This is an optimization exercise on Yosys and OpenROAD, whose aim is small area, not a production implementation. In this exercise RTL edits were held to simulation tests only and were not proved equivalent to the original. Power and IR drop assume default switching activity.

==> design.v <==
package note_pkg;
  localparam int NUM_LANES_DEF  = 5;
  localparam int DEPTH_DEF      = 8;
  localparam int SPEED_DEF      = 4;
  localparam int HIT_Y_DEF      = 440;
  localparam int HIT_WIN_DEF    = 12;
  localparam int NOTE_H_DEF     = 16;
  localparam int NOTE_W_DEF     = 48;
  localparam int LANE_X0_DEF    = 120;
  localparam int LANE_PITCH_DEF = 80;
  localparam logic [15:0] HIT_BASE = 16'd10;
  localparam int LANE_IDX_W = $clog2(NUM_LANES_DEF);
  typedef logic [LANE_IDX_W-1:0] lane_idx_t;
  function automatic logic [15:0] sat_add16(input logic [15:0] a, input logic [15:0] b);
    logic [16:0] sum;
    sum = {1'b0, a} + {1'b0, b};
    sat_add16 = sum[16] ? 16'hFFFF : sum[15:0];
  endfunction
  function automatic logic [7:0] sat_inc8(input logic [7:0] a);
    sat_inc8 = (a == 8'hFF) ? 8'hFF : a + 8'd1;
  endfunction
endpackage
module note_lane
#(
  parameter int DEPTH   = note_pkg::DEPTH_DEF,
  parameter int SPEED   = note_pkg::SPEED_DEF,
  parameter int HIT_Y   = note_pkg::HIT_Y_DEF,
  parameter int HIT_WIN = note_pkg::HIT_WIN_DEF
) (
  input  logic                   Clk,
  input  logic                   Reset_n,
  input  logic                   spawn,
  input  logic                   pop_hit,
  input  logic [6:0]             t_now,
  input  logic [6:0]             t_next,
  output logic                   full,
  output logic                   in_win,
  output logic                   miss_det,
  output logic [7*DEPTH-1:0]     stamps,
  output logic [$clog2(DEPTH):0] head,
  output logic [$clog2(DEPTH):0] tail
);
  localparam int PW = $clog2(DEPTH);
  localparam logic [6:0] AGE_LO = 7'((HIT_Y - HIT_WIN) / SPEED);
  localparam logic [6:0] AGE_HI = 7'((HIT_Y + HIT_WIN) / SPEED);
  logic [6:0]       st_r [DEPTH];
  logic [PW:0]      head_r;
  logic [PW:0]      tail_r;
  logic [6:0]       age_s;
  logic             empty_s;
  logic             push_s;
  logic             pop_s;
  logic [DEPTH-1:0] head_oh_s;
  logic [DEPTH-1:0] tail_oh_s;
  logic [6:0]       head_st_s;
  logic             same_s;
  always_comb begin
    for (int j = 0; j < DEPTH; j++) begin
      head_oh_s[j] = (head_r[PW-1:0] == PW'(j));
      tail_oh_s[j] = (tail_r[PW-1:0] == PW'(j));
    end
    head_st_s = '0;
    for (int j = 0; j < DEPTH; j++) head_st_s = head_st_s | (head_oh_s[j] ? st_r[j] : 7'd0);
    same_s   = (head_r[PW-1:0] == tail_r[PW-1:0]);
    empty_s  = same_s && (head_r[PW] == tail_r[PW]);
    full     = same_s && (head_r[PW] != tail_r[PW]);
    age_s    = t_now - head_st_s;
    miss_det = !empty_s && (age_s > AGE_HI);
    in_win   = !empty_s && (age_s >= AGE_LO) && (age_s <= AGE_HI);
    push_s   = spawn && !full;
    pop_s    = (pop_hit && in_win) || miss_det;
  end
  function automatic logic [PW:0] inc_ptr(input logic [PW:0] p);
    logic c;
    c = 1'b1;
    for (int b = 0; b <= PW; b++) begin
      inc_ptr[b] = p[b] ^ c;
      c          = c & p[b];
    end
  endfunction
  always_ff @(posedge Clk or negedge Reset_n) begin
    if (!Reset_n) begin
      head_r <= '0;
      tail_r <= '0;
    end else begin
      if (push_s) tail_r <= inc_ptr(tail_r);
      if (pop_s)  head_r <= inc_ptr(head_r);
    end
  end
  always_ff @(posedge Clk) begin
    for (int j = 0; j < DEPTH; j++) begin
      if (push_s && tail_oh_s[j]) st_r[j] <= t_next;
    end
  end
  always_comb begin
    for (int j = 0; j < DEPTH; j++) stamps[7*j +: 7] = st_r[j];
    head = head_r;
    tail = tail_r;
  end
endmodule
module note_lane_engine
#(
  parameter int NUM_LANES  = note_pkg::NUM_LANES_DEF,
  parameter int DEPTH      = note_pkg::DEPTH_DEF,
  parameter int SPEED      = note_pkg::SPEED_DEF,
  parameter int HIT_Y      = note_pkg::HIT_Y_DEF,
  parameter int HIT_WIN    = note_pkg::HIT_WIN_DEF,
  parameter int NOTE_H     = note_pkg::NOTE_H_DEF,
  parameter int NOTE_W     = note_pkg::NOTE_W_DEF,
  parameter int LANE_X0    = note_pkg::LANE_X0_DEF,
  parameter int LANE_PITCH = note_pkg::LANE_PITCH_DEF
) (
  input  logic                         Clk,
  input  logic                         Reset_n,
  input  logic                         frame_clk,
  input  logic                         spawn_valid,
  input  logic [$clog2(NUM_LANES)-1:0] spawn_lane,
  output logic                         spawn_ready,
  input  logic [NUM_LANES-1:0]         lane_press,
  input  logic [9:0]                   DrawX,
  input  logic [9:0]                   DrawY,
  output logic [NUM_LANES-1:0]         is_note,
  output logic [NUM_LANES-1:0]         hit_pulse,
  output logic [NUM_LANES-1:0]         miss_pulse,
  output logic [15:0]                  score,
  output logic [7:0]                   combo
);
  localparam int PW   = $clog2(DEPTH);
  localparam int SPAN = NOTE_H / SPEED;
  logic [1:0]           frame_sync_r;
  logic                 frame_prev_r;
  logic [NUM_LANES-1:0] press_d_r;
  logic [NUM_LANES-1:0] press_prev_r;
  logic [NUM_LANES-1:0] pending_r;
  logic [NUM_LANES-1:0] hit_pulse_r;
  logic [NUM_LANES-1:0] miss_pulse_r;
  logic [15:0]          score_r;
  logic [7:0]           combo_r;
  logic [6:0]           t_r;
  logic                 tick_s;
  logic [NUM_LANES-1:0] rise_s;
  logic [NUM_LANES-1:0] grant_s;
  logic [NUM_LANES-1:0] hit_s;
  logic                 ghost_s;
  logic                 found_s;
  logic [NUM_LANES-1:0] spawn_en_s;
  logic [NUM_LANES-1:0] full_s;
  logic [NUM_LANES-1:0] in_win_s;
  logic [NUM_LANES-1:0] miss_s;
  logic [15:0]          score_nxt_s;
  logic [7:0]           combo_nxt_s;
  logic                 sel_s;
  logic [6:0]           t_next_s;
  logic [7*DEPTH-1:0]   stamps_s [NUM_LANES];
  logic [PW:0]          head_s   [NUM_LANES];
  logic [PW:0]          tail_s   [NUM_LANES];
  logic [NUM_LANES-1:0] x_ok_s;
  logic [7*DEPTH-1:0]   px_st_s;
  logic [PW:0]          px_head_s;
  logic [PW:0]          px_tail_s;
  logic [DEPTH-1:0]     px_live_s;
  logic [6:0]           f_q_s;
  logic [6:0]           d_s;
  logic [6:0]           g_s;
  logic                 px_hit_s;
  always_comb begin
    tick_s  = frame_sync_r[1] & ~frame_prev_r;
    rise_s  = press_d_r & ~press_prev_r;
    found_s = 1'b0;
    for (int i = 0; i < NUM_LANES; i++) begin
      grant_s[i] = pending_r[i] & ~found_s;
      found_s    = found_s | pending_r[i];
    end
    hit_s   = grant_s & in_win_s;
    ghost_s = (grant_s != {NUM_LANES{1'b0}}) && (hit_s == {NUM_LANES{1'b0}});
    spawn_ready = 1'b0;
    sel_s       = 1'b0;
    for (int i = 0; i < NUM_LANES; i++) begin
      sel_s         = (int'(spawn_lane) == i);
      spawn_ready   = spawn_ready | (sel_s & ~full_s[i]);
      spawn_en_s[i] = spawn_valid & sel_s & ~full_s[i];
    end
  end
  always_comb begin
    t_next_s = t_r + {6'd0, tick_s};
  end
  always_ff @(posedge Clk) begin
    t_r <= t_next_s;
  end
  always_comb begin
    logic [16:0] sum;
    logic        any_hit;
    any_hit     = (hit_s != {NUM_LANES{1'b0}});
    sum         = {1'b0, score_r} + {8'd0, any_hit ? (9'(note_pkg::HIT_BASE) + {1'b0, combo_r}) : 9'd0};
    score_nxt_s = sum[16] ? 16'hFFFF : sum[15:0];
    combo_nxt_s = combo_r + {7'd0, any_hit && (combo_r != 8'hFF)};
    if (ghost_s || (miss_s != {NUM_LANES{1'b0}})) combo_nxt_s = 8'd0;
  end
  always_ff @(posedge Clk or negedge Reset_n) begin
    if (!Reset_n) begin
      frame_sync_r <= 2'b00;
      frame_prev_r <= 1'b0;
      press_d_r    <= {NUM_LANES{1'b0}};
      press_prev_r <= {NUM_LANES{1'b0}};
      pending_r    <= {NUM_LANES{1'b0}};
      hit_pulse_r  <= {NUM_LANES{1'b0}};
      miss_pulse_r <= {NUM_LANES{1'b0}};
      score_r      <= 16'd0;
      combo_r      <= 8'd0;
    end else begin
      frame_sync_r <= {frame_sync_r[0], frame_clk};
      frame_prev_r <= frame_sync_r[1];
      press_d_r    <= lane_press;
      press_prev_r <= press_d_r;
      pending_r    <= (pending_r & ~grant_s) | rise_s;
      hit_pulse_r  <= hit_s;
      miss_pulse_r <= miss_s;
      score_r      <= score_nxt_s;
      combo_r      <= combo_nxt_s;
    end
  end
  assign hit_pulse  = hit_pulse_r;
  assign miss_pulse = miss_pulse_r;
  assign score      = score_r;
  assign combo      = combo_r;
  for (genvar gi = 0; gi < NUM_LANES; gi++) begin : g_lane
    note_lane #(
      .DEPTH   (DEPTH),
      .SPEED   (SPEED),
      .HIT_Y   (HIT_Y),
      .HIT_WIN (HIT_WIN)
    ) u_lane (
      .Clk      (Clk),
      .Reset_n  (Reset_n),
      .spawn    (spawn_en_s[gi]),
      .pop_hit  (hit_s[gi]),
      .t_now    (t_r),
      .t_next   (t_next_s),
      .full     (full_s[gi]),
      .in_win   (in_win_s[gi]),
      .miss_det (miss_s[gi]),
      .stamps   (stamps_s[gi]),
      .head     (head_s[gi]),
      .tail     (tail_s[gi])
    );
  end
  always_comb begin
    px_st_s   = '0;
    px_head_s = '0;
    px_tail_s = '0;
    for (int i = 0; i < NUM_LANES; i++) begin
      x_ok_s[i] = (DrawX >= 10'(LANE_X0 + i * LANE_PITCH)) &&
                  (DrawX < 10'(LANE_X0 + i * LANE_PITCH + NOTE_W));
      px_st_s   = px_st_s   | (x_ok_s[i] ? stamps_s[i] : '0);
      px_head_s = px_head_s | (x_ok_s[i] ? head_s[i]   : '0);
      px_tail_s = px_tail_s | (x_ok_s[i] ? tail_s[i]   : '0);
    end
    for (int j = 0; j < DEPTH; j++) begin
      if (px_head_s[PW] == px_tail_s[PW])
        px_live_s[j] = (PW'(j) >= px_head_s[PW-1:0]) && (PW'(j) < px_tail_s[PW-1:0]);
      else
        px_live_s[j] = (PW'(j) >= px_head_s[PW-1:0]) || (PW'(j) < px_tail_s[PW-1:0]);
    end
    f_q_s    = t_r - DrawY[8:2];
    g_s      = DrawY[8:2] - t_r;
    px_hit_s = 1'b0;
    for (int j = 0; j < DEPTH; j++) begin
      d_s = px_st_s[7*j +: 7];
      px_hit_s = px_hit_s | (px_live_s[j] &&
        ((d_s[2] ^ g_s[2]) == ((d_s[1] & g_s[1]) | ((d_s[1] | g_s[1]) & d_s[0] & g_s[0]))) &&
        ((d_s[3] ^ g_s[3]) == (d_s[2] | g_s[2])) && ((d_s[4] ^ g_s[4]) == (d_s[3] | g_s[3])) &&
        ((d_s[5] ^ g_s[5]) == (d_s[4] | g_s[4])) && ((d_s[6] ^ g_s[6]) == (d_s[5] | g_s[5])));
    end
    is_note = x_ok_s & {NUM_LANES{px_hit_s && !DrawY[9]}};
  end
endmodule
==> flow/run.sh <==
#!/bin/bash
# Own layout flow: the standard flow with three changes.
#   - synthesis: the same ORFS synthesis script (same registers and names),
#     but ABC maps for area (flow/abc_area.script) instead of for speed, and
#     adders are not given the Kogge-Stone carry map
#   - clock tree: larger sink clusters, no dummy loads
#   - port buffers: the smallest buffer; repair_design upsizes where needed
# Each tool's full output goes to ORFS's own logs under orfs/logs; make's
# output goes to standard.log here.
set -euo pipefail
W=$PWD
# synthesis script: synth_recipe.tcl with abc's script swapped
{
  echo 'proc abc {args} {'
  echo '  set i [lsearch $args -script]'
  echo "  lset args [expr {\$i + 1}] $W/flow/abc_area.script"
  echo '  yosys abc {*}$args'
  echo '}'
  cat synth_recipe.tcl
} > synth_area.tcl
sed "s#SYNTH_SCRIPT=[^ ]*#SYNTH_SCRIPT=$W/synth_area.tcl#" standard.sh > standard_area.sh
grep -q "SYNTH_SCRIPT=$W/synth_area.tcl" standard_area.sh
export SYNTH_OPERATIONS_ARGS="-nordff"
export CTS_ARGS="-sink_clustering_enable -repair_clock_nets -dont_use_dummy_load -buf_list sky130_fd_sc_hd__clkbuf_8 -sink_clustering_size 16 -sink_clustering_max_diameter 50"
export BUFFER_PORTS_ARGS="-buffer_cell sky130_fd_sc_hd__buf_1"
bash standard_area.sh > standard.log 2>&1
==> flow/abc_area.script <==
&get -n
&st
&dch
&nf
&st
&syn2
&dch
&nf
&st
&dch -f
&nf -a
&put
==> standard.sh <==
#!/bin/bash
# synth_recipe.tcl (not shown) runs the flow's synth.tcl, then flattens the netlist and writes it again
# the make line also repeats each setting of config.mk as NAME=value (left out here)
make -C /OpenROAD-flow-scripts/flow DESIGN_CONFIG=/design/flow/config.mk WORK_HOME=/design/flow/orfs CLKGATE_MAP_FILE= SYNTH_SCRIPT=/design/flow/synth_recipe.tcl "${@:-finish}"
==> config.mk <==
export PLATFORM = sky130hd
export DESIGN_NAME = note_lane_engine
export DESIGN_NICKNAME = note_lane_engine
export VERILOG_FILES = /design/flow/design.v
export SDC_FILE = /design/flow/constraint.sdc
export NUM_CORES = 4
export LEC_CHECK = 0
export CAP_MARGIN = 20
export CORE_MARGIN = 2
export CORE_UTILIZATION = 60
export SLEW_MARGIN = 20
==> constraint.sdc <==
create_clock -name core_clock -period 10.0 [get_ports {Clk}]
set_input_delay 2.0000 -clock core_clock [delete_from_list [all_inputs] [get_ports {Clk}]]
set_output_delay 2.0000 -clock core_clock [all_outputs]
set_load 0.01 [all_outputs]
==> reports/qor.yml, run 1 <==
status: "no timing/DRC/antenna violations"
finalPower_mw: 6.81
synth_area_leader_cell: "edfxtp_1"
hold_class: "flip-flop to flip-flop"
io_buffer_count: 66
routed_wl_mm: 67.4
grt_max_degree: 78
antenna_found_initial: 2
powerDensity_mw_per_mm2: 325
rsz0062_at_grt: "false"
setup_viol: 0
routedWlPerCell_um: 33.5
h-tree-depth: 2
cp_slowest_stage_delay_ns: 0.97
synth_cells: 1474
r2r_end: "score_r[1]"
place_congestion: 1.00
worstPathCellList: "buf_1 -> nand2_1 -> o2111a_2 -> a222oi_1 -> clkinv_1 -> a221oi_1 -> ha_1 -> xor2_1 -> nor4_1 -> o41ai_2 -> nor2b_1 -> buf_1"
async_flop_share: 0.243
track_usage: 0.407
layout_setup_ws_ns: 1.48
cts_setup_buffers: 0
p_leak_nw: 8.01
clk_pin_slew_worst_paths_ns: 0.08
drv_slew: 0
initial_core_util: 0.610
synth-seq-area-share: 0.564
yosys-top-cells-area: "edfxtp_1 44%, dfrtp_1 12%, ha_1 9.5%"
cp_max_fo: 36
syn-num-nets: 1675
finalCriticalPeriod_ns: 8.52
dieArea_mm2: 0.0335
grt_pass1_vias: 14000
vias: 14600
drt_iter0_markers: 2803
finClkSkew_ns: 0.0866
crit_type: "input port to primary output"
startpoint_type: "input port"
vdd_drop_max_v: 0.000177
fp.dieW_um: 183
crit_end: "is_note[3]"
postCtsResizedCells: 0
synthToLayoutAreaGrowth_pct: 8.68
finalHoldViolations: 0
grt_pass1_wl_mm: 94.9
yosysWarnings: 6
fmax_mhz: 117
numCtsBuffers: 40
num_rows: 65
yosys.cell_types.count: 52
cp-end-kind: "primary output"
drive_gt1_frac: 0.0521
clockBufferDepth: 3
holdWs_ns: 0.362
nets: 1815
ys.flop_type: "edfxtp_1"
clock-root-buffer: "clkbuf_8"
synth-seq-cells: 379
drc: 0
setup_tns_ns: 0
drt-pass1-iter-count: 13
cts_sinks: 379
synth_enable_flop_cells: 280
cts_hold_buf: 0
reg2reg_from: "g_lane[2].u_lane.head_r[0]"
max_slew_margin: 0.202
cts_tree: "done"
r2r_slack_ns: 1.87
final_area_mm2: 0.0209
clk_latency_ns: 0.66
dpl_worst_slack_ns: 1.67
syn_area_mm2: 0.0192
io_pins: 72
worst_slew_pin_slew_ns: 1.20
overflow: 0
finalCritPeriodShare: 0.852
cp.arrival_ns: 6.52
placed_area_mm2: 0.0203
ff2ff_path_depth: 29
design.core.area_mm2: 0.0316
maxCapViolations: 0
dp_hpwl_mm: 48.1
syn_area_per_cell_um2: 13.1
fp.dieH_um: 183
cpMostUsedCell: "buf_1"
crit_start: "DrawX[4]"
cp_slowest_cell: "o41ai_2"
ant_nets: 0
vias_per_cell: 7.24
required_ns: 8.00
synth_top_area_frac: 0.437
==> where the power goes <==
| part | switching (mW) | internal [mW] | total [mW] |
|---|---|---|---|
| clock network | 0.521 | 0.356 | 0.877 |
| registers | 0.239 | 2.02 | 2.26 |
| logic | 2.30 | 1.38 | 3.67 |
| total | 3.05 | 3.75 | 6.81 |
==> stage by stage <==
stage | instances | util
floorplan | 1474 | -
global placement | 1973 | 0.644
detailed placement | 1973 | 0.644
CTS | 2013 | 0.662
global route | 2014 | 0.663
finish | 2015 | 0.663
==> registers in the layout, indices dropped and copies added (netlist names) <==
register / cells
t_r: 7
press_d_r: 5
press_prev_r: 5
hit_pulse_r: 5
frame_prev_r: 1
score_r: 16
g_lane.u_lane.head_r: 20
combo_r: 8
frame_sync_r: 2
pending_r: 5
g_lane.u_lane.st_r: 280
miss_pulse_r: 5
g_lane.u_lane.tail_r: 20
==> routing by layer <==
layer	part of all wire	wire (µm)	global-route usage	vias up
met5	0.00089	60	0.0104	-
met4	0.074	4970	0.248	4
met3	0.15	9960	0.132	236
met2	0.43	28900	0.595	1232
met1	0.35	23500	0.529	7059
li1	-	-	-	6065
==> synthesized netlist by cell type (all sizes together) (9+ instances only) <==
cell type	instances
xor2	51
nor2b	24
and2	31
nand2b	9
nor3	13
fa	23
a21oi	59
a221oi	18
maj3	9
a222oi	129
edfxtp	280
ha	146
nand2	122
a21o	10
clkinv	97
nand3	22
a22oi	52
and3	65
o21ai	29
xnor2	76
nor2	32
dfrtp	92
==> critical path: cells and delay by family <==
kind,cells,cell delay (ns)
compound gates,4,2.96
buf+inv,3,0.55
fa+ha+maj,1,0.36
xor+xnor,1,0.19
simple gates,3,0.40
==> cell type report <==
type | instances | area [µm²]
antenna | 1 | 2.50
clock buffer | 40 | 551
fill | 2404 | 10600
inverter | 97 | 364
multi-input combinational | 998 | 8130
sequential | 379 | 10900
tap | 402 | 503
timing repair buffer | 98 | 515
==> cell usage in the layout, fill, tap and decap left out, types with 30 or more instances in the layout <==
| cell | instances |
|---|---|
| edfxtp_1 | 280 |
| ha_1 | 145 |
| a222oi_1 | 129 |
| nand2_1 | 122 |
| clkinv_1 | 97 |
| dfrtp_1 | 92 |
| xnor2_1 | 74 |
| and3_1 | 65 |
| buf_1 | 65 |
| a21oi_1 | 59 |
| a22oi_1 | 52 |
| xor2_1 | 49 |
| clkbuf_8 | 40 |
| nor2_1 | 32 |
| and2_0 | 31 |
| buf_4 | 30 |
==> worst min path at each step <==
| stage | depth (start not counted) | slack (ns) | startpoint | end |
|---|---|---|---|---|
| finish | 0 | 0.36 | frame_sync_r[0] | frame_sync_r[1] |
| global route | 0 | 0.37 | press_d_r[0] | press_prev_r[0] |
| floorplan | 0 | 0.33 | frame_sync_r[0] | frame_sync_r[1] |
| detailed placement | 0 | 0.35 | frame_sync_r[0] | frame_sync_r[1] |
| global placement | 0 | 0.33 | frame_sync_r[0] | frame_sync_r[1] |
| CTS | 0 | 0.36 | frame_sync_r[0] | frame_sync_r[1] |
==> logic make-up after synthesis <==
logic type      synth area share
compound gates             0.145
mux                      0.00111
buf+inv                   0.0189
simple gates              0.0895
xor+xnor                  0.0578
fa+ha+maj                  0.124
flops                      0.564
==> run 2, diff against run 1 <==
--- a/flow/run.sh
+++ b/flow/run.sh
@@ -21,6 +21,6 @@
 sed "s#SYNTH_SCRIPT=[^ ]*#SYNTH_SCRIPT=$W/synth_area.tcl#" standard.sh > standard_area.sh
 grep -q "SYNTH_SCRIPT=$W/synth_area.tcl" standard_area.sh
 export SYNTH_OPERATIONS_ARGS="-nordff"
-export CTS_ARGS="-sink_clustering_enable -repair_clock_nets -dont_use_dummy_load -buf_list sky130_fd_sc_hd__clkbuf_8 -sink_clustering_size 16 -sink_clustering_max_diameter 50"
+export CTS_ARGS="-sink_clustering_enable -repair_clock_nets -dont_use_dummy_load -buf_list sky130_fd_sc_hd__clkbuf_16 -sink_clustering_size 20 -sink_clustering_max_diameter 50"
 export BUFFER_PORTS_ARGS="-buffer_cell sky130_fd_sc_hd__buf_1"
 bash standard_area.sh > standard.log 2>&1
==> reports/qor.yml, run 2 <==
max_slew_margin: 0.288
final_area_mm2: 0.0214
synth-seq-cells: 379
finalHoldViolations: 0
dieArea_mm2: 0.0335
drc: 0
cts_hold_buf: 0
clk_latency_ns: 0.58
syn-num-nets: 1675
cp.arrival_ns: 6.49
hold_class: "flip-flop to flip-flop"
finClkSkew_ns: 0.0690
routed_wl_mm: 67.3
fp.dieH_um: 183
diodes: 0
powerDensity_mw_per_mm2: 336
rsz0062_at_grt: "false"
maxCapViolations: 0
grt_pass1_vias: 14000
cp-end-kind: "primary output"
place_congestion: 1.00
top_register: "g_lane.u_lane.st_r"
crit_type: "input port to primary output"
finalCriticalPeriod_ns: 8.49
cts_tree: "done"
multi_input_area_mm2: 0.00813
p_sw_mw: 3.10
cts_setup_buffers: 0
synth_commonest_cells: "280 x edfxtp_1, 146 x ha_1, 129 x a222oi_1"
synth_area_leader_cell: "edfxtp_1"
switching_share: 0.432
setup_tns_ns: 0
vias: 14500
p_leak_nw: 8.21
final-seq-area_mm2: 0.0109
cts_sinks: 379
yosysWarnings: 6
final_common_cell: "edfxtp_1"
clockBufferDepth: 3
async_flop_share: 0.243
track_usage: 0.405
synth_cells: 1474
num_rows: 65
postCtsResizedCells: 0
ant_nets: 0
dpl_worst_slack_ns: 1.67
drt-pass1-iter-count: 11
fp.dieW_um: 183
clock_power_share: 0.173
clock-root-buffer: "clkbuf_16"
overflow: 0
dp_hpwl_mm: 48.1
clk_pin_slew_worst_paths_ns: 0.06
drive_gt1_frac: 0.0521
startpoint_type: "input port"
worst_slew_pin_slew_ns: 1.06
vdd_drop_max_v: 0.000206
synth_top_area_frac: 0.437
largestRegisters: "g_lane.u_lane.st_r (280), g_lane.u_lane.head_r (20), g_lane.u_lane.tail_r (20)"
layout_setup_ws_ns: 1.51
synth_enable_flop_cells: 280
h-tree-depth: 2
synthToLayoutAreaGrowth_pct: 11.0
fillCellCount: 2322
synth.most_common_cell: "edfxtp_1"
drv_slew: 0
syn_area_mm2: 0.0192
ys.flop_type: "edfxtp_1"
numCtsBuffers: 39
yosys.cell_types.count: 52
initial_core_util: 0.610
status: "no timing/DRC/antenna violations"
routedWlPerCell_um: 33.4
vias_per_cell: 7.21
finalCritPeriodShare: 0.849
final_cell_mix: "280 x edfxtp_1, 145 x ha_1, 129 x a222oi_1, 122 x nand2_1, 97 x clkinv_1"
nets: 1815
io_pins: 72
synth-seq-area-share: 0.564
io_buffer_count: 66
required_ns: 8.00
combPwrFrac: 0.512
pwr-share-seq: 0.315
grt_pass1_wl_mm: 94.9
cp_max_fo: 26
internal_power_mw: 4.08
setup_viol: 0
yosys-top-cells-area: "edfxtp_1 44%, dfrtp_1 12%, ha_1 9.5%"
largest_register_ffs: 280
fmax_mhz: 118
antenna_found_initial: 0
placed_area_mm2: 0.0203
syn_area_per_cell_um2: 13.1
drt_iter0_markers: 2825
grt_max_degree: 78
design.core.area_mm2: 0.0316
finalPower_mw: 7.18
[run 2: area by class of cell]
| class | instances | share of cell area |
|---|---|---|
| Sequential cell | 379 | 0.508 |
| Inverter | 97 | 0.0170 |
| Multi-Input combinational cell | 998 | 0.381 |
| Tap cell | 402 | 0.0235 |
| Clock buffer | 39 | 0.0457 |
| Timing Repair Buffer | 99 | 0.0252 |
[run 2: cell families (layout without fill, tap and decap cells)]
| kind of cell | count (synthesis) | in the layout | share of synthesized area |
|---|---|---|---|
| DFF | 379 | 379 | 0.564 |
| AOI/OAI and AO/OA | 350 | 350 | 0.145 |
| and+or+nand+nor | 341 | 341 | 0.0895 |
| adders and majority gates | 178 | 178 | 0.124 |
| xor gates and xnor gates | 127 | 127 | 0.0578 |
| buffers and inverters | 97 | 235 | 0.0189 |
| muxes | 2 | 2 | 0.00111 |
[run 2: worst max-delay path, cell delays in order]
cell and delay [ns]:
buf_1 0.20, or3b_1 0.48, o22ai_4 0.77, buf_4 0.44
a222oi_1 0.20, nand2_1 0.20, a21oi_1 0.14, ha_1 0.34
xnor2_1 0.13, a2111oi_0 0.08, nand4_1 0.12, o211ai_1 0.16
o41ai_2 0.94, nor2b_1 0.11, buf_1 0.17
[run 2: power by group through the flow]
| stage | Sequential (mW) | Combinational [mW] | Clock, mW |
|---|---|---|---|
| after floorplan | 2.22 | 2.40 | 0 |
| after global placement | 2.28 | 3.40 | 0 |
| after detailed placement | 2.29 | 3.53 | 0 |
| after CTS | 2.26 | 3.55 | 1.24 |
| after global routing | 2.28 | 3.99 | 1.30 |
| final | 2.26 | 3.68 | 1.25 |
[run 2: final timing paths]
check,from,slack [ns],cells after the start,endpoint
setup / recovery,DrawX[8],1.51,15,is_note[3]
hold / removal,frame_sync_r[0],0.36,0,frame_sync_r[1]
setup reg to reg,g_lane[2].u_lane.head_r[0],1.89,29,score_r[6]
hold reg to reg,frame_sync_r[0],0.36,0,frame_sync_r[1]
max in group asynchronous,Reset_n,7.72,3,g_lane[2].u_lane.tail_r[1]
min in group asynchronous,Reset_n,1.35,1,press_prev_r[4]
[run 2: metal layers]
metal,GRT usage,vias to the layer above,routed length (µm)
li1,-,6082,-
met1,0.532,7032,23800
met2,0.597,1171,28800
met3,0.114,228,9680
met4,0.254,2,4980
met5,0.0104,-,41
[run 2: metrics by stage]
stage                     hold WS [ns]  utilization  instances
after global placement           0.335        0.644       1973
after floorplan                  0.331            -       1474
after CTS                        0.359        0.675       2012
after global routing             0.369        0.677       2014
after detailed placement         0.347        0.644       1973
final                            0.359        0.677       2014
==> run 3, diff against run 2 <==
--- a/design.v
+++ b/design.v
@@ -37,15 +37,16 @@
   output logic                   in_win,
   output logic                   miss_det,
   output logic [7*DEPTH-1:0]     stamps,
-  output logic [$clog2(DEPTH):0] head,
-  output logic [$clog2(DEPTH):0] tail
+  output logic [$clog2(DEPTH)-1:0] head,
+  output logic [$clog2(DEPTH)-1:0] tail
 );
   localparam int PW = $clog2(DEPTH);
   localparam logic [6:0] AGE_LO = 7'((HIT_Y - HIT_WIN) / SPEED);
   localparam logic [6:0] AGE_HI = 7'((HIT_Y + HIT_WIN) / SPEED);
   logic [6:0]       st_r [DEPTH];
-  logic [PW:0]      head_r;
-  logic [PW:0]      tail_r;
+  logic [PW-1:0]    head_r;
+  logic [PW-1:0]    tail_r;
+  logic             full_r;
   logic [6:0]       age_s;
   logic             empty_s;
   logic             push_s;
@@ -56,35 +57,32 @@
   logic             same_s;
   always_comb begin
     for (int j = 0; j < DEPTH; j++) begin
-      head_oh_s[j] = (head_r[PW-1:0] == PW'(j));
-      tail_oh_s[j] = (tail_r[PW-1:0] == PW'(j));
+      head_oh_s[j] = (head_r == PW'(j));
+      tail_oh_s[j] = (tail_r == PW'(j));
     end
     head_st_s = '0;
     for (int j = 0; j < DEPTH; j++) head_st_s = head_st_s | (head_oh_s[j] ? st_r[j] : 7'd0);
-    same_s   = (head_r[PW-1:0] == tail_r[PW-1:0]);
-    empty_s  = same_s && (head_r[PW] == tail_r[PW]);
-    full     = same_s && (head_r[PW] != tail_r[PW]);
+    same_s   = (head_r == tail_r);
+    empty_s  = same_s && !full_r;
+    full     = full_r;
     age_s    = t_now - head_st_s;
     miss_det = !empty_s && (age_s > AGE_HI);
     in_win   = !empty_s && (age_s >= AGE_LO) && (age_s <= AGE_HI);
     push_s   = spawn && !full;
     pop_s    = (pop_hit && in_win) || miss_det;
   end
-  function automatic logic [PW:0] inc_ptr(input logic [PW:0] p);
-    logic c;
-    c = 1'b1;
-    for (int b = 0; b <= PW; b++) begin
-      inc_ptr[b] = p[b] ^ c;
-      c          = c & p[b];
-    end
-  endfunction
   always_ff @(posedge Clk or negedge Reset_n) begin
     if (!Reset_n) begin
       head_r <= '0;
       tail_r <= '0;
+      full_r <= 1'b0;
     end else begin
-      if (push_s) tail_r <= inc_ptr(tail_r);
-      if (pop_s)  head_r <= inc_ptr(head_r);
+      if (push_s) tail_r <= tail_r + 1'b1;
+      if (pop_s)  head_r <= head_r + 1'b1;
+      if (pop_s)
+        full_r <= 1'b0;
+      else if (push_s && (PW'(tail_r + 1'b1) == head_r))
+        full_r <= 1'b1;
     end
   end
   always_ff @(posedge Clk) begin
@@ -152,12 +150,13 @@
   logic                 sel_s;
   logic [6:0]           t_next_s;
   logic [7*DEPTH-1:0]   stamps_s [NUM_LANES];
-  logic [PW:0]          head_s   [NUM_LANES];
-  logic [PW:0]          tail_s   [NUM_LANES];
+  logic [PW-1:0]        head_s   [NUM_LANES];
+  logic [PW-1:0]        tail_s   [NUM_LANES];
   logic [NUM_LANES-1:0] x_ok_s;
   logic [7*DEPTH-1:0]   px_st_s;
-  logic [PW:0]          px_head_s;
-  logic [PW:0]          px_tail_s;
+  logic [PW-1:0]        px_head_s;
+  logic [PW-1:0]        px_tail_s;
+  logic                 px_full_s;
   logic [DEPTH-1:0]     px_live_s;
   logic [6:0]           f_q_s;
   logic [6:0]           d_s;
@@ -248,18 +247,22 @@
     px_st_s   = '0;
     px_head_s = '0;
     px_tail_s = '0;
+    px_full_s = 1'b0;
     for (int i = 0; i < NUM_LANES; i++) begin
       x_ok_s[i] = (DrawX >= 10'(LANE_X0 + i * LANE_PITCH)) &&
                   (DrawX < 10'(LANE_X0 + i * LANE_PITCH + NOTE_W));
       px_st_s   = px_st_s   | (x_ok_s[i] ? stamps_s[i] : '0);
       px_head_s = px_head_s | (x_ok_s[i] ? head_s[i]   : '0);
       px_tail_s = px_tail_s | (x_ok_s[i] ? tail_s[i]   : '0);
-    end
-    for (int j = 0; j < DEPTH; j++) begin
-      if (px_head_s[PW] == px_tail_s[PW])
-        px_live_s[j] = (PW'(j) >= px_head_s[PW-1:0]) && (PW'(j) < px_tail_s[PW-1:0]);
+      px_full_s = px_full_s | (x_ok_s[i] & full_s[i]);
+    end
+    for (int j = 0; j < DEPTH; j++) begin
+      if (px_full_s)
+        px_live_s[j] = 1'b1;
+      else if (px_head_s <= px_tail_s)
+        px_live_s[j] = (PW'(j) >= px_head_s) && (PW'(j) < px_tail_s);
       else
-        px_live_s[j] = (PW'(j) >= px_head_s[PW-1:0]) || (PW'(j) < px_tail_s[PW-1:0]);
+        px_live_s[j] = (PW'(j) >= px_head_s) || (PW'(j) < px_tail_s);
     end
     f_q_s    = t_r - DrawY[8:2];
     g_s      = DrawY[8:2] - t_r;
--- a/flow/run.sh
+++ b/flow/run.sh
@@ -3,7 +3,7 @@
 #   - synthesis: the same ORFS synthesis script (same registers and names),
 #     but ABC maps for area (flow/abc_area.script) instead of for speed, and
 #     adders are not given the Kogge-Stone carry map
-#   - clock tree: larger sink clusters, no dummy loads
+#   - clock tree: clkbuf_4 leaves over small sink clusters, no dummy loads
 #   - port buffers: the smallest buffer; repair_design upsizes where needed
 # Each tool's full output goes to ORFS's own logs under orfs/logs; make's
 # output goes to standard.log here.
@@ -21,6 +21,6 @@
 sed "s#SYNTH_SCRIPT=[^ ]*#SYNTH_SCRIPT=$W/synth_area.tcl#" standard.sh > standard_area.sh
 grep -q "SYNTH_SCRIPT=$W/synth_area.tcl" standard_area.sh
 export SYNTH_OPERATIONS_ARGS="-nordff"
-export CTS_ARGS="-sink_clustering_enable -repair_clock_nets -dont_use_dummy_load -buf_list sky130_fd_sc_hd__clkbuf_16 -sink_clustering_size 20 -sink_clustering_max_diameter 50"
+export CTS_ARGS="-sink_clustering_enable -repair_clock_nets -dont_use_dummy_load -buf_list sky130_fd_sc_hd__clkbuf_4 -sink_clustering_size 7 -sink_clustering_max_diameter 35"
 export BUFFER_PORTS_ARGS="-buffer_cell sky130_fd_sc_hd__buf_1"
 bash standard_area.sh > standard.log 2>&1
--- a/config.mk
+++ b/config.mk
@@ -5,7 +5,7 @@
 export SDC_FILE = /design/flow/constraint.sdc
 export NUM_CORES = 4
 export LEC_CHECK = 0
-export CAP_MARGIN = 20
+export CAP_MARGIN = 5
 export CORE_MARGIN = 2
 export CORE_UTILIZATION = 60
-export SLEW_MARGIN = 20
+export SLEW_MARGIN = 5
==> reports/qor.yml, run 3 <==
status: "no timing/DRC/antenna violations"
max_slew_margin: 0.0465
fp.dieW_um: 183
setup_viol: 0
overflow: 0
drt-pass1-iter-count: 13
startpoint_type: "input port"
async_flop_share: 0.233
cp-end-kind: "primary output"
cp_slowest_cell: "o32ai_4"
final_cell_mix: "280 x edfxtp_1, 149 x ha_1, 128 x a222oi_1, 127 x nand2_1, 105 x clkinv_1"
worstPathCellList: "buf_1 -> or3b_1 -> o32ai_4 -> nand2_1 -> nand4_1 -> clkinv_1 -> ha_1 -> nor2b_1 -> o211ai_1 -> nand2_1 -> or4_1 -> a2bb2oi_1 -> nor4_1 -> nor3_1 -> a41o_1 -> nor2_1 -> buf_1"
dieArea_mm2: 0.0335
combPwrFrac: 0.542
synth_top_area_frac: 0.438
vdd_drop_max_v: 0.000241
internal_power_mw: 3.69
synth_enable_flop_cells: 280
design.core.area_mm2: 0.0316
antenna_found_initial: 1
nets: 1870
synth-seq-cells: 374
worst_slew_pin_slew_ns: 1.43
crit_type: "input port to primary output"
largestRegisters: "g_lane.u_lane.st_r (280), score_r (16)"
yosys-top-cells-area: "edfxtp_1 44%, dfrtp_1 11%, ha_1 9.8%"
ys.flop_type: "edfxtp_1"
cts_sinks: 374
postCtsResizedCells: 0
p_leak_nw: 7.97
yosysWarnings: 6
cts_setup_buffers: 0
synth_commonest_cells: "280 x edfxtp_1, 150 x ha_1, 128 x a222oi_1"
syn_area_per_cell_um2: 12.8
clock-root-buffer: "clkbuf_4"
synth_area_leader_cell: "edfxtp_1"
finalCritPeriodShare: 0.893
clk_latency_ns: 0.81
setup_tns_ns: 0
synth_cells: 1499
cp_num_buf_inv: 3
final_common_cell: "edfxtp_1"
drt_iter0_markers: 3282
synth.most_common_cell: "edfxtp_1"
finClkSkew_ns: 0.0983
hold_class: "flip-flop to flip-flop"
ant_nets: 0
syn_area_mm2: 0.0192
fp.dieH_um: 183
finalHoldViolations: 0
numCtsBuffers: 74
cts_hold_buf: 0
maxCapViolations: 0
syn-num-nets: 1704
clock_power_share: 0.131
fin_cells: 2066
fin_util: 0.659
routedWlPerCell_um: 31.5
initial_core_util: 0.609
io_buffer_count: 66
cp_max_fo: 11
grt_max_degree: 63
place_inst: 1991
num_rows: 65
p_sw_mw: 3.02
synth-seq-area-share: 0.559
pwr-share-seq: 0.327
synthToLayoutAreaGrowth_pct: 8.30
holdWs_ns: 0.354
drv_slew: 0
clk_pin_slew_worst_paths_ns: 0.07
switching_share: 0.450
powerDensity_mw_per_mm2: 323
critical_path.top_delay_family: "simple AND/OR/NAND/NOR gates"
rsz0062_at_grt: "false"
cp_slowest_stage_delay_ns: 0.57
grt_pass1_vias: 14100
top_register: "g_lane.u_lane.st_r"
clockBufferDepth: 3
routed_wl_mm: 65.1
drive_gt1_frac: 0.0649
dp_hpwl_mm: 48.2
drc: 0
yosys.cell_types.count: 52
cp.arrival_ns: 6.93
finalCriticalPeriod_ns: 8.93
h-tree-depth: 3
required_ns: 8.00
largest_register_ffs: 280
cts_tree: "done"
place_congestion: 1.01
vias_per_cell: 7.10
io_pins: 72
track_usage: 0.397
grt_pass1_wl_mm: 93.7
vias: 14700
fmax_mhz: 112
==> run 3: area by class of cell <==
type	count	area, µm²
multi-input cells	1020	8190
well taps	402	503
diodes	1	2.50
inverters	105	394
fillers	2492	10800
repair buffers	90	432
clock buffers	74	556
flip-flops and latches	374	10700
==> run 3: logic make-up (layout without fill, tap and decap cells) <==
group	after synthesis	after routing	share of synthesized area
AND/OR/NAND/NOR	375	375	0.0975
flip-flops	374	374	0.559
AO/OA/AOI/OAI	351	351	0.146
adder cells (fa/ha/maj)	181	181	0.126
XOR/XNOR	113	113	0.0515
buffers and inverters	105	269	0.0205
other	0	1	0
==> run 3: through the flow <==
stage / total power [mW] / cell area, µm² / worst slack, ns
6_report: 6.71 / 20800 / 1.07
2_1_floorplan: 4.62 / 19200 / 0.435
3_3_place_gp: 5.64 / 20200 / 1.37
5_1_grt: 7.16 / 20800 / 0.840
4_1_cts: 6.61 / 20800 / 1.28
3_5_place_dp: 5.74 / 20200 / 1.30
==> run 3: power by group through the flow <==
stage	Combinational [mW]	Sequential (mW)	Clock, mW
2_1_floorplan	2.44	2.18	0
4_1_cts	3.54	2.19	0.879
3_5_place_dp	3.51	2.23	0
6_report	3.64	2.20	0.876
3_3_place_gp	3.42	2.22	0
5_1_grt	4.01	2.22	0.937
==> run 3: worst register-to-register path, stage by stage (launching register included) <==
cell	delay [ns]
dfrtp_1	0.52
clkinv_1	0.16
ha_1	0.28
and2_0	0.43
a222oi_1	0.44
nand2_1	0.10
a221oi_1	0.76
ha_1	0.41
a21o_1	0.19
fa_1	0.37
xor2_1	0.25
nand4_1	0.16
o41ai_1	0.59
nor3_1	0.12
buf_4	0.20
nor2b_1	0.12
ha_1	0.17
fa_1	0.20
a21o_1	0.11
a21oi_1	0.09
o21bai_1	0.14
a21o_1	0.15
a21oi_1	0.08
o21bai_1	0.18
a21oi_1	0.12
nor4b_1	0.41
nand3_1	0.56
nand2b_1	0.23
==> run 3: per-layer routing <==
| metal | GRT usage | vias to the layer above | share of wire |
|---|---|---|---|
| li1 | - | 6235 | - |
| met1 | 0.548 | 7058 | 0.38 |
| met2 | 0.565 | 1187 | 0.42 |
| met3 | 0.136 | 185 | 0.15 |
| met4 | 0.193 | 0 | 0.052 |
| met5 | 0 | - | 0 |
==> run 3: final timing paths <==
kind / startpoint / endpoint / slack [ns] / cells past startpoint
max reg2reg: g_lane[4].u_lane.head_r[0] / score_r[12] / 2.38 / 27
min reg2reg: frame_sync_r[0] / frame_sync_r[1] / 0.35 / 0
min in group asynchronous: Reset_n / score_r[0] / 1.18 / 1
max in group asynchronous: Reset_n / g_lane[1].u_lane.tail_r[2] / 7.71 / 2
min: frame_sync_r[0] / frame_sync_r[1] / 0.35 / 0
max: DrawX[8] / is_note[0] / 1.07 / 17
==> run 4, diff against run 3 <==
--- a/config.mk
+++ b/config.mk
@@ -5,7 +5,7 @@
 export SDC_FILE = /design/flow/constraint.sdc
 export NUM_CORES = 4
 export LEC_CHECK = 0
-export CAP_MARGIN = 5
+export CAP_MARGIN = 20
 export CORE_MARGIN = 2
 export CORE_UTILIZATION = 60
-export SLEW_MARGIN = 5
+export SLEW_MARGIN = 20
==> reports/qor.yml, run 4 <==
finalCritPeriodShare: 0.888
synthToLayoutAreaGrowth_pct: 8.48
cts_setup_buffers: 0
status: "no timing/DRC/antenna violations"
io_buffer_count: 66
top_register: "g_lane.u_lane.st_r"
syn_area_per_cell_um2: 12.8
yosysWarnings: 6
setup_viol: 0
cts_sinks: 374
num_rows: 65
fp.dieH_um: 183
cp-end-kind: "primary output"
cpMostUsedCell: "buf_1"
routedWlPerCell_um: 31.6
worstPathCellList: "buf_1 -> or3b_1 -> a221oi_4 -> a22oi_1 -> nand4_1 -> clkinv_1 -> ha_1 -> nor2b_1 -> o211ai_1 -> nand2_1 -> or4_1 -> a2bb2oi_1 -> nor4_1 -> nor3_1 -> a41o_1 -> nor2_1 -> buf_1"
overflow: 0
r2r_end: "score_r[4]"
rsz0062_at_grt: "false"
yosys.cell_types.count: 52
routed_wl_mm: 65.3
cts_tree: "done"
yosys.area_share.adder: 0.126
finalHoldViolations: 0
cp_max_fo: 11
fillCellCount: 2488
design.core.area_mm2: 0.0316
fin_util: 0.660
place_congestion: 1.01
vdd_drop_max_v: 0.000242
syn_area_mm2: 0.0192
drc: 0
drt_iter0_markers: 3276
worstHoldEndpoint: "frame_sync_r[1]"
track_usage: 0.397
hold_depth: 0
synthMuxAreaShare: 0
dieArea_mm2: 0.0335
dp_hpwl_mm: 48.2
startpoint_type: "input port"
reg2reg_from: "g_lane[4].u_lane.head_r[0]"
initial_core_util: 0.609
drt-pass1-iter-count: 14
cp_slowest_stage_delay_ns: 0.53
cp.arrival_ns: 6.88
io_pins: 72
largest_register_ffs: 280
hold_class: "flip-flop to flip-flop"
synth-simple-area-share: 0.0975
grt_max_degree: 63
vias_per_cell: 7.11
final_cell_mix: "280 x edfxtp_1, 149 x ha_1, 128 x a222oi_1, 127 x nand2_1, 105 x clkinv_1"
final_common_cell: "edfxtp_1"
grt_pass1_vias: 14100
ff2ff_path_depth: 27
multi_input_area_mm2: 0.00819
clock-root-buffer: "clkbuf_4"
synth-seq-area-share: 0.559
numCtsBuffers: 74
setup_tns_ns: 0
synth.most_common_cell: "edfxtp_1"
maxCapViolations: 0
required_ns: 8.00
ant_nets: 0
syn-num-nets: 1704
synth_enable_flop_cells: 280
grt_pass1_wl_mm: 93.7
finClkSkew_ns: 0.111
clk_latency_ns: 0.82
nets: 1872
clockBufferDepth: 3
powerDensity_mw_per_mm2: 323
drive_gt1_frac: 0.0661
critical_path.top_delay_family: "simple AND/OR/NAND/NOR gates"
clk_pin_slew_worst_paths_ns: 0.07
async_flop_share: 0.233
crit_type: "input port to primary output"
synth_top_family_by_area: "compound AO/OA/AOI/OAI gates"
cts_hold_buf: 0
synth_cells: 1499
antenna_found_initial: 1
vias: 14700
postCtsResizedCells: 0
synth_top_area_frac: 0.438
cp_slowest_cell: "or4_1"
yosys-top-cells-area: "edfxtp_1 44%, dfrtp_1 11%, ha_1 9.8%"
hp-start: "frame_sync_r[0]"
largestRegisters: "g_lane.u_lane.st_r (280), score_r (16)"
drv_slew: 0
synth_commonest_cells: "280 x edfxtp_1, 150 x ha_1, 128 x a222oi_1"
synth_compound_area_frac: 0.146
synth-seq-cells: 374
worst_slew_pin_slew_ns: 1.16
fmax_mhz: 113
synthXorXnorAreaFrac: 0.0515
fp.dieW_um: 183
r2r_slack_ns: 2.41
finalCriticalPeriod_ns: 8.88
synth_area_leader_cell: "edfxtp_1"
max_slew_margin: 0.222
final-seq-area_mm2: 0.0107
h-tree-depth: 3
cp_num_buf_inv: 3
ys.flop_type: "edfxtp_1"
p_leak_nw: 7.99
run 4: changes by cell type in the layout (fill, tap and decap cells not counted), sizes merged:
cell	change
buf	+1
clkbuf	+1
run 4: cell type report:
class,instances,area share
sequential,374,0.515
multi-input combinational,1020,0.393
clock buffer,74,0.0267
tap,402,0.0241
timing repair buffer,92,0.0224
inverter,105,0.0189
antenna,1,0.000120
run 4: per-layer routing:
metal | vias up | part of all wire | GRT usage
met1 | 7058 | 0.37 | 0.548
li1 | 6250 | - | -
met5 | - | 0 | 0
met2 | 1222 | 0.42 | 0.565
met3 | 165 | 0.15 | 0.136
met4 | 0 | 0.049 | 0.193
run 4: power breakdown:
part	internal (mW)	switching [mW]
logic	1.37	2.28
clock network	0.338	0.539
registers	1.98	0.214
run 4: worst max-delay path by stage:
stage / start / end / slack (ns) / depth (start not counted)
6_report: DrawX[8] / is_note[0] / 1.12 / 17
2_1_floorplan: DrawX[4] / is_note[3] / 0.43 / 14
5_1_grt: DrawX[8] / is_note[0] / 0.84 / 17
3_5_place_dp: DrawX[8] / is_note[0] / 1.30 / 17
3_3_place_gp: DrawX[8] / is_note[0] / 1.37 / 17
4_1_cts: DrawX[8] / is_note[0] / 1.28 / 17
run 4: per-stage QoR:
stage          setup WS [ns]  instances  hold WS (ns)  cell area [µm²]  power, mW
4_1_cts                 1.28       2065         0.358            20800       6.61
6_report                1.12       2068         0.354            20800       6.73
3_3_place_gp            1.37       1991         0.336            20200       5.64
3_5_place_dp            1.30       1991         0.342            20200       5.74
2_1_floorplan          0.435       1499         0.331            19200       4.62
5_1_grt                0.840       2068         0.374            20800       7.17
run 4: worst reg2reg max path: cells and delay by family, from the launching register on:
kind	cells	cell delay, ns
xor+xnor	1	0.25
simple gates	8	2.11
compound gates	11	2.85
buf+inv	2	0.34
fa+ha+maj	5	1.43
flops	1	0.51
run 4: kinds of logic (layout without fill, tap and decap cells):
logic type / count (synthesis) / after routing
AOI/OAI and AO/OA: 351 / 351
xor gates and xnor gates: 113 / 113
adders and majority gates: 181 / 181
buffers and inverters: 105 / 271
DFF: 374 / 374
other: 0 / 1
and+or+nand+nor: 375 / 375
==> run 5, diff against run 4 <==
--- a/config.mk
+++ b/config.mk
@@ -7,5 +7,5 @@
 export LEC_CHECK = 0
 export CAP_MARGIN = 20
 export CORE_MARGIN = 2
-export CORE_UTILIZATION = 60
+export CORE_UTILIZATION = 75
 export SLEW_MARGIN = 20
==> reports/qor.yml, run 5 <==
hold_class: "flip-flop to flip-flop"
fp.dieH_um: 164
p_leak_nw: 7.90
finClkSkew_ns: 0.0396
vias_per_cell: 7.74
overflow: 0
synth_cells: 1499
synth_top_area_frac: 0.438
synthToLayoutAreaGrowth_pct: 7.15
h-tree-depth: 2
synth-seq-cells: 374
r2r_slack_ns: 1.76
drt-pass1-iter-count: 17
worstHoldEndpoint: "frame_sync_r[1]"
grt_pass1_wl_mm: 93.5
largestRegisters: "g_lane.u_lane.st_r (280), score_r (16)"
yosysWarnings: 6
dieArea_mm2: 0.0269
setup_tns_ns: 0
cp_num_buf_inv: 3
startpoint_type: "input port"
fp.dieW_um: 164
clockBufferDepth: 3
cp.arrival_ns: 7.11
postCtsResizedCells: 0
dp_hpwl_mm: 47.1
cpMostUsedCell: "buf_1"
required_ns: 8.00
cp_max_fo: 11
combPwrFrac: 0.554
antenna_found_initial: 1
clock-root-buffer: "clkbuf_4"
cp-end-kind: "primary output"
routedWlPerCell_um: 32.7
nets: 1854
yosys.cell_types.count: 52
routed_wl_mm: 64.6
switching_share: 0.460
drive_gt1_frac: 0.0565
finalCritPeriodShare: 0.911
cp_slowest_cell: "nand4_1"
final-seq-area_mm2: 0.0107
grt_pass1_vias: 14800
num_rows: 58
ff2ff_path_depth: 30
max_slew_margin: 0.193
multi_input_area_mm2: 0.00817
synth_area_leader_cell: "edfxtp_1"
rsz0062_at_grt: "false"
clock_power_share: 0.116
synth-seq-area-share: 0.559
largest_register_ffs: 280
synth_commonest_cells: "280 x edfxtp_1, 150 x ha_1, 128 x a222oi_1"
vdd_drop_max_v: 0.000331
cts_sinks: 374
track_usage: 0.494
async_flop_share: 0.233
p_sw_mw: 3.09
hold_depth: 0
pwr-share-seq: 0.330
fin_util: 0.817
cts_setup_buffers: 0
syn_area_per_cell_um2: 12.8
place_congestion: 1.03
r2r_end: "score_r[14]"
maxCapViolations: 0
yosys-top-cells-area: "edfxtp_1 44%, dfrtp_1 11%, ha_1 9.8%"
io_buffer_count: 66
cts_tree: "done"
ant_nets: 0
ys.flop_type: "edfxtp_1"
clk_pin_slew_worst_paths_ns: 0.08
synth_enable_flop_cells: 280
setup_viol: 0
syn-num-nets: 1704
drc: 0
final_common_cell: "edfxtp_1"
status: "no timing/DRC/antenna violations"
crit_type: "input port to primary output"
numCtsBuffers: 61
initial_core_util: 0.763
cts_hold_buf: 0
placed_area_mm2: 0.0201
io_pins: 72
vias: 15300
grt_max_degree: 66
syn_area_mm2: 0.0192
worstPathCellList: "buf_1 -> or3b_1 -> a221oi_4 -> a22oi_1 -> nand4_1 -> clkinv_1 -> ha_1 -> nor2b_1 -> o211ai_1 -> nand2_1 -> or4_1 -> a2bb2oi_1 -> nor4_1 -> nor3_1 -> a41o_1 -> nor2_1 -> buf_1"
worst_slew_pin_slew_ns: 1.21
critical_path.top_delay_family: "simple AND/OR/NAND/NOR gates"
final_area_mm2: 0.0206
finalCriticalPeriod_ns: 9.11
hp-start: "frame_sync_r[0]"
design.core.area_mm2: 0.0252
final_cell_mix: "280 x edfxtp_1, 150 x ha_1, 128 x a222oi_1, 127 x nand2_1, 105 x clkinv_1"
drt_iter0_markers: 3880
clk_latency_ns: 0.75
internal_power_mw: 3.62
top_register: "g_lane.u_lane.st_r"
fmax_mhz: 110
finalHoldViolations: 0
cp_slowest_stage_delay_ns: 0.59
powerDensity_mw_per_mm2: 326
drv_slew: 0
reg2reg_from: "g_lane[1].u_lane.head_r[1]"
fillCellCount: 1369
synth.most_common_cell: "edfxtp_1"
run 5: cell counts after synthesis:
Identical to the previous run, type by type.
run 5: worst register-to-register path, delay by kind of cell (launching register included):
| family | cells | cell delay [ns] |
|---|---|---|
| and+or+nand+nor | 9 | 3.21 |
| AOI/OAI and AO/OA | 12 | 2.47 |
| xor gates and xnor gates | 1 | 0.19 |
| DFF | 1 | 0.48 |
| adders and majority gates | 5 | 1.42 |
| buffers and inverters | 3 | 0.39 |
run 5: cell type report:
class                   count  area share
flip-flops and latches    374       0.521
multi-input cells        1020       0.397
clock buffers              61      0.0223
well taps                 330      0.0201
repair buffers             87      0.0199
inverters                 105      0.0192
diodes                      2    0.000243
run 5: cells by family (layout without fill, tap and decap cells):
family | after synthesis | count (layout) | synth area share
and+or+nand+nor | 375 | 375 | 0.0975
other | 0 | 2 | 0
AOI/OAI and AO/OA | 351 | 351 | 0.146
adders and majority gates | 181 | 181 | 0.126
xor gates and xnor gates | 113 | 113 | 0.0515
buffers and inverters | 105 | 253 | 0.0205
DFF | 374 | 374 | 0.559
run 5: power by group through the flow:
stage          combinational, mW  clock, mW  sequential (mW)
3_5_place_dp                3.49          0             2.24
4_1_cts                     3.54      0.768             2.20
5_1_grt                     4.02      0.829             2.23
6_report                    3.72      0.780             2.22
3_3_place_gp                3.28          0             2.23
2_1_floorplan               2.44          0             2.18
run 5: metrics by stage:
| stage | cells | hold WS, ns | total power, mW | setup slack [ns] |
|---|---|---|---|---|
| after floorplan | 1499 | 0.331 | 4.62 | 0.435 |
| after global placement | 1916 | 0.334 | 5.51 | 1.33 |
| after detailed placement | 1916 | 0.336 | 5.73 | 1.19 |
| after CTS | 1977 | 0.354 | 6.51 | 1.18 |
| after global routing | 1978 | 0.375 | 7.08 | 0.847 |
| final | 1979 | 0.353 | 6.72 | 0.893 |
run 5: routing by layer:
layer | vias to the layer above | global-route usage | wire length (µm)
met5 | - | 0 | 0
met4 | 0 | 0.266 | 4580
met3 | 337 | 0.210 | 11800
met2 | 1607 | 0.711 | 27000
met1 | 7178 | 0.640 | 21200
li1 | 6199 | - | -
run 5: how the worst max path moves through the flow:
stage | slack, ns | cells after the start | from | end
after floorplan | 0.43 | 14 | DrawX[4] | is_note[3]
after global placement | 1.33 | 17 | DrawX[8] | is_note[3]
after detailed placement | 1.19 | 17 | DrawX[8] | is_note[3]
after CTS | 1.18 | 17 | DrawX[8] | is_note[3]
after global routing | 0.85 | 17 | DrawX[8] | is_note[2]
final | 0.89 | 17 | DrawX[8] | is_note[0]

==> afterwards: timing with drivers on the ports <==
No port has a modelled driver above. Below, the same layouts with a new extraction and two added sets of constraints.
Step 1 sets driving cells, clkbuf_16 on the clock port and buf_2 on the other inputs (assumed; they add their load-dependent delay and slew).
Step 2 times the ports against the registers' clock, not the clock port: input delays grow and output delays shrink by t, the midpoint of the rising clock arrivals with the driver on.
a / b / c = no drivers / after step 1 / after step 2; a / b = the first two.
run	shift t [ns]	setup WS [ns]	latest minus earliest clock arrival (ns)	worst slew at a driven data input, ns	cell pins on the clock port's net
run 1	0.663	1.482 / 1.456 / 1.456	0.090 / 0.089	0.04	1
run 2	0.596	1.510 / 1.483 / 1.483	0.069 / 0.069	0.04	1
run 3	0.808	1.074 / 1.050 / 1.050	0.099 / 0.098	0.07	1
run 4	0.808	1.125 / 1.100 / 1.100	0.111 / 0.111	0.07	1
run 5	0.780	0.893 / 0.869 / 0.869	0.041 / 0.041	0.05	1
After both steps every run listed still meets setup and hold. For run 2, which loses most, drivers alone change the setup slack by -0.027 ns; drivers and shift together by -0.027 ns.
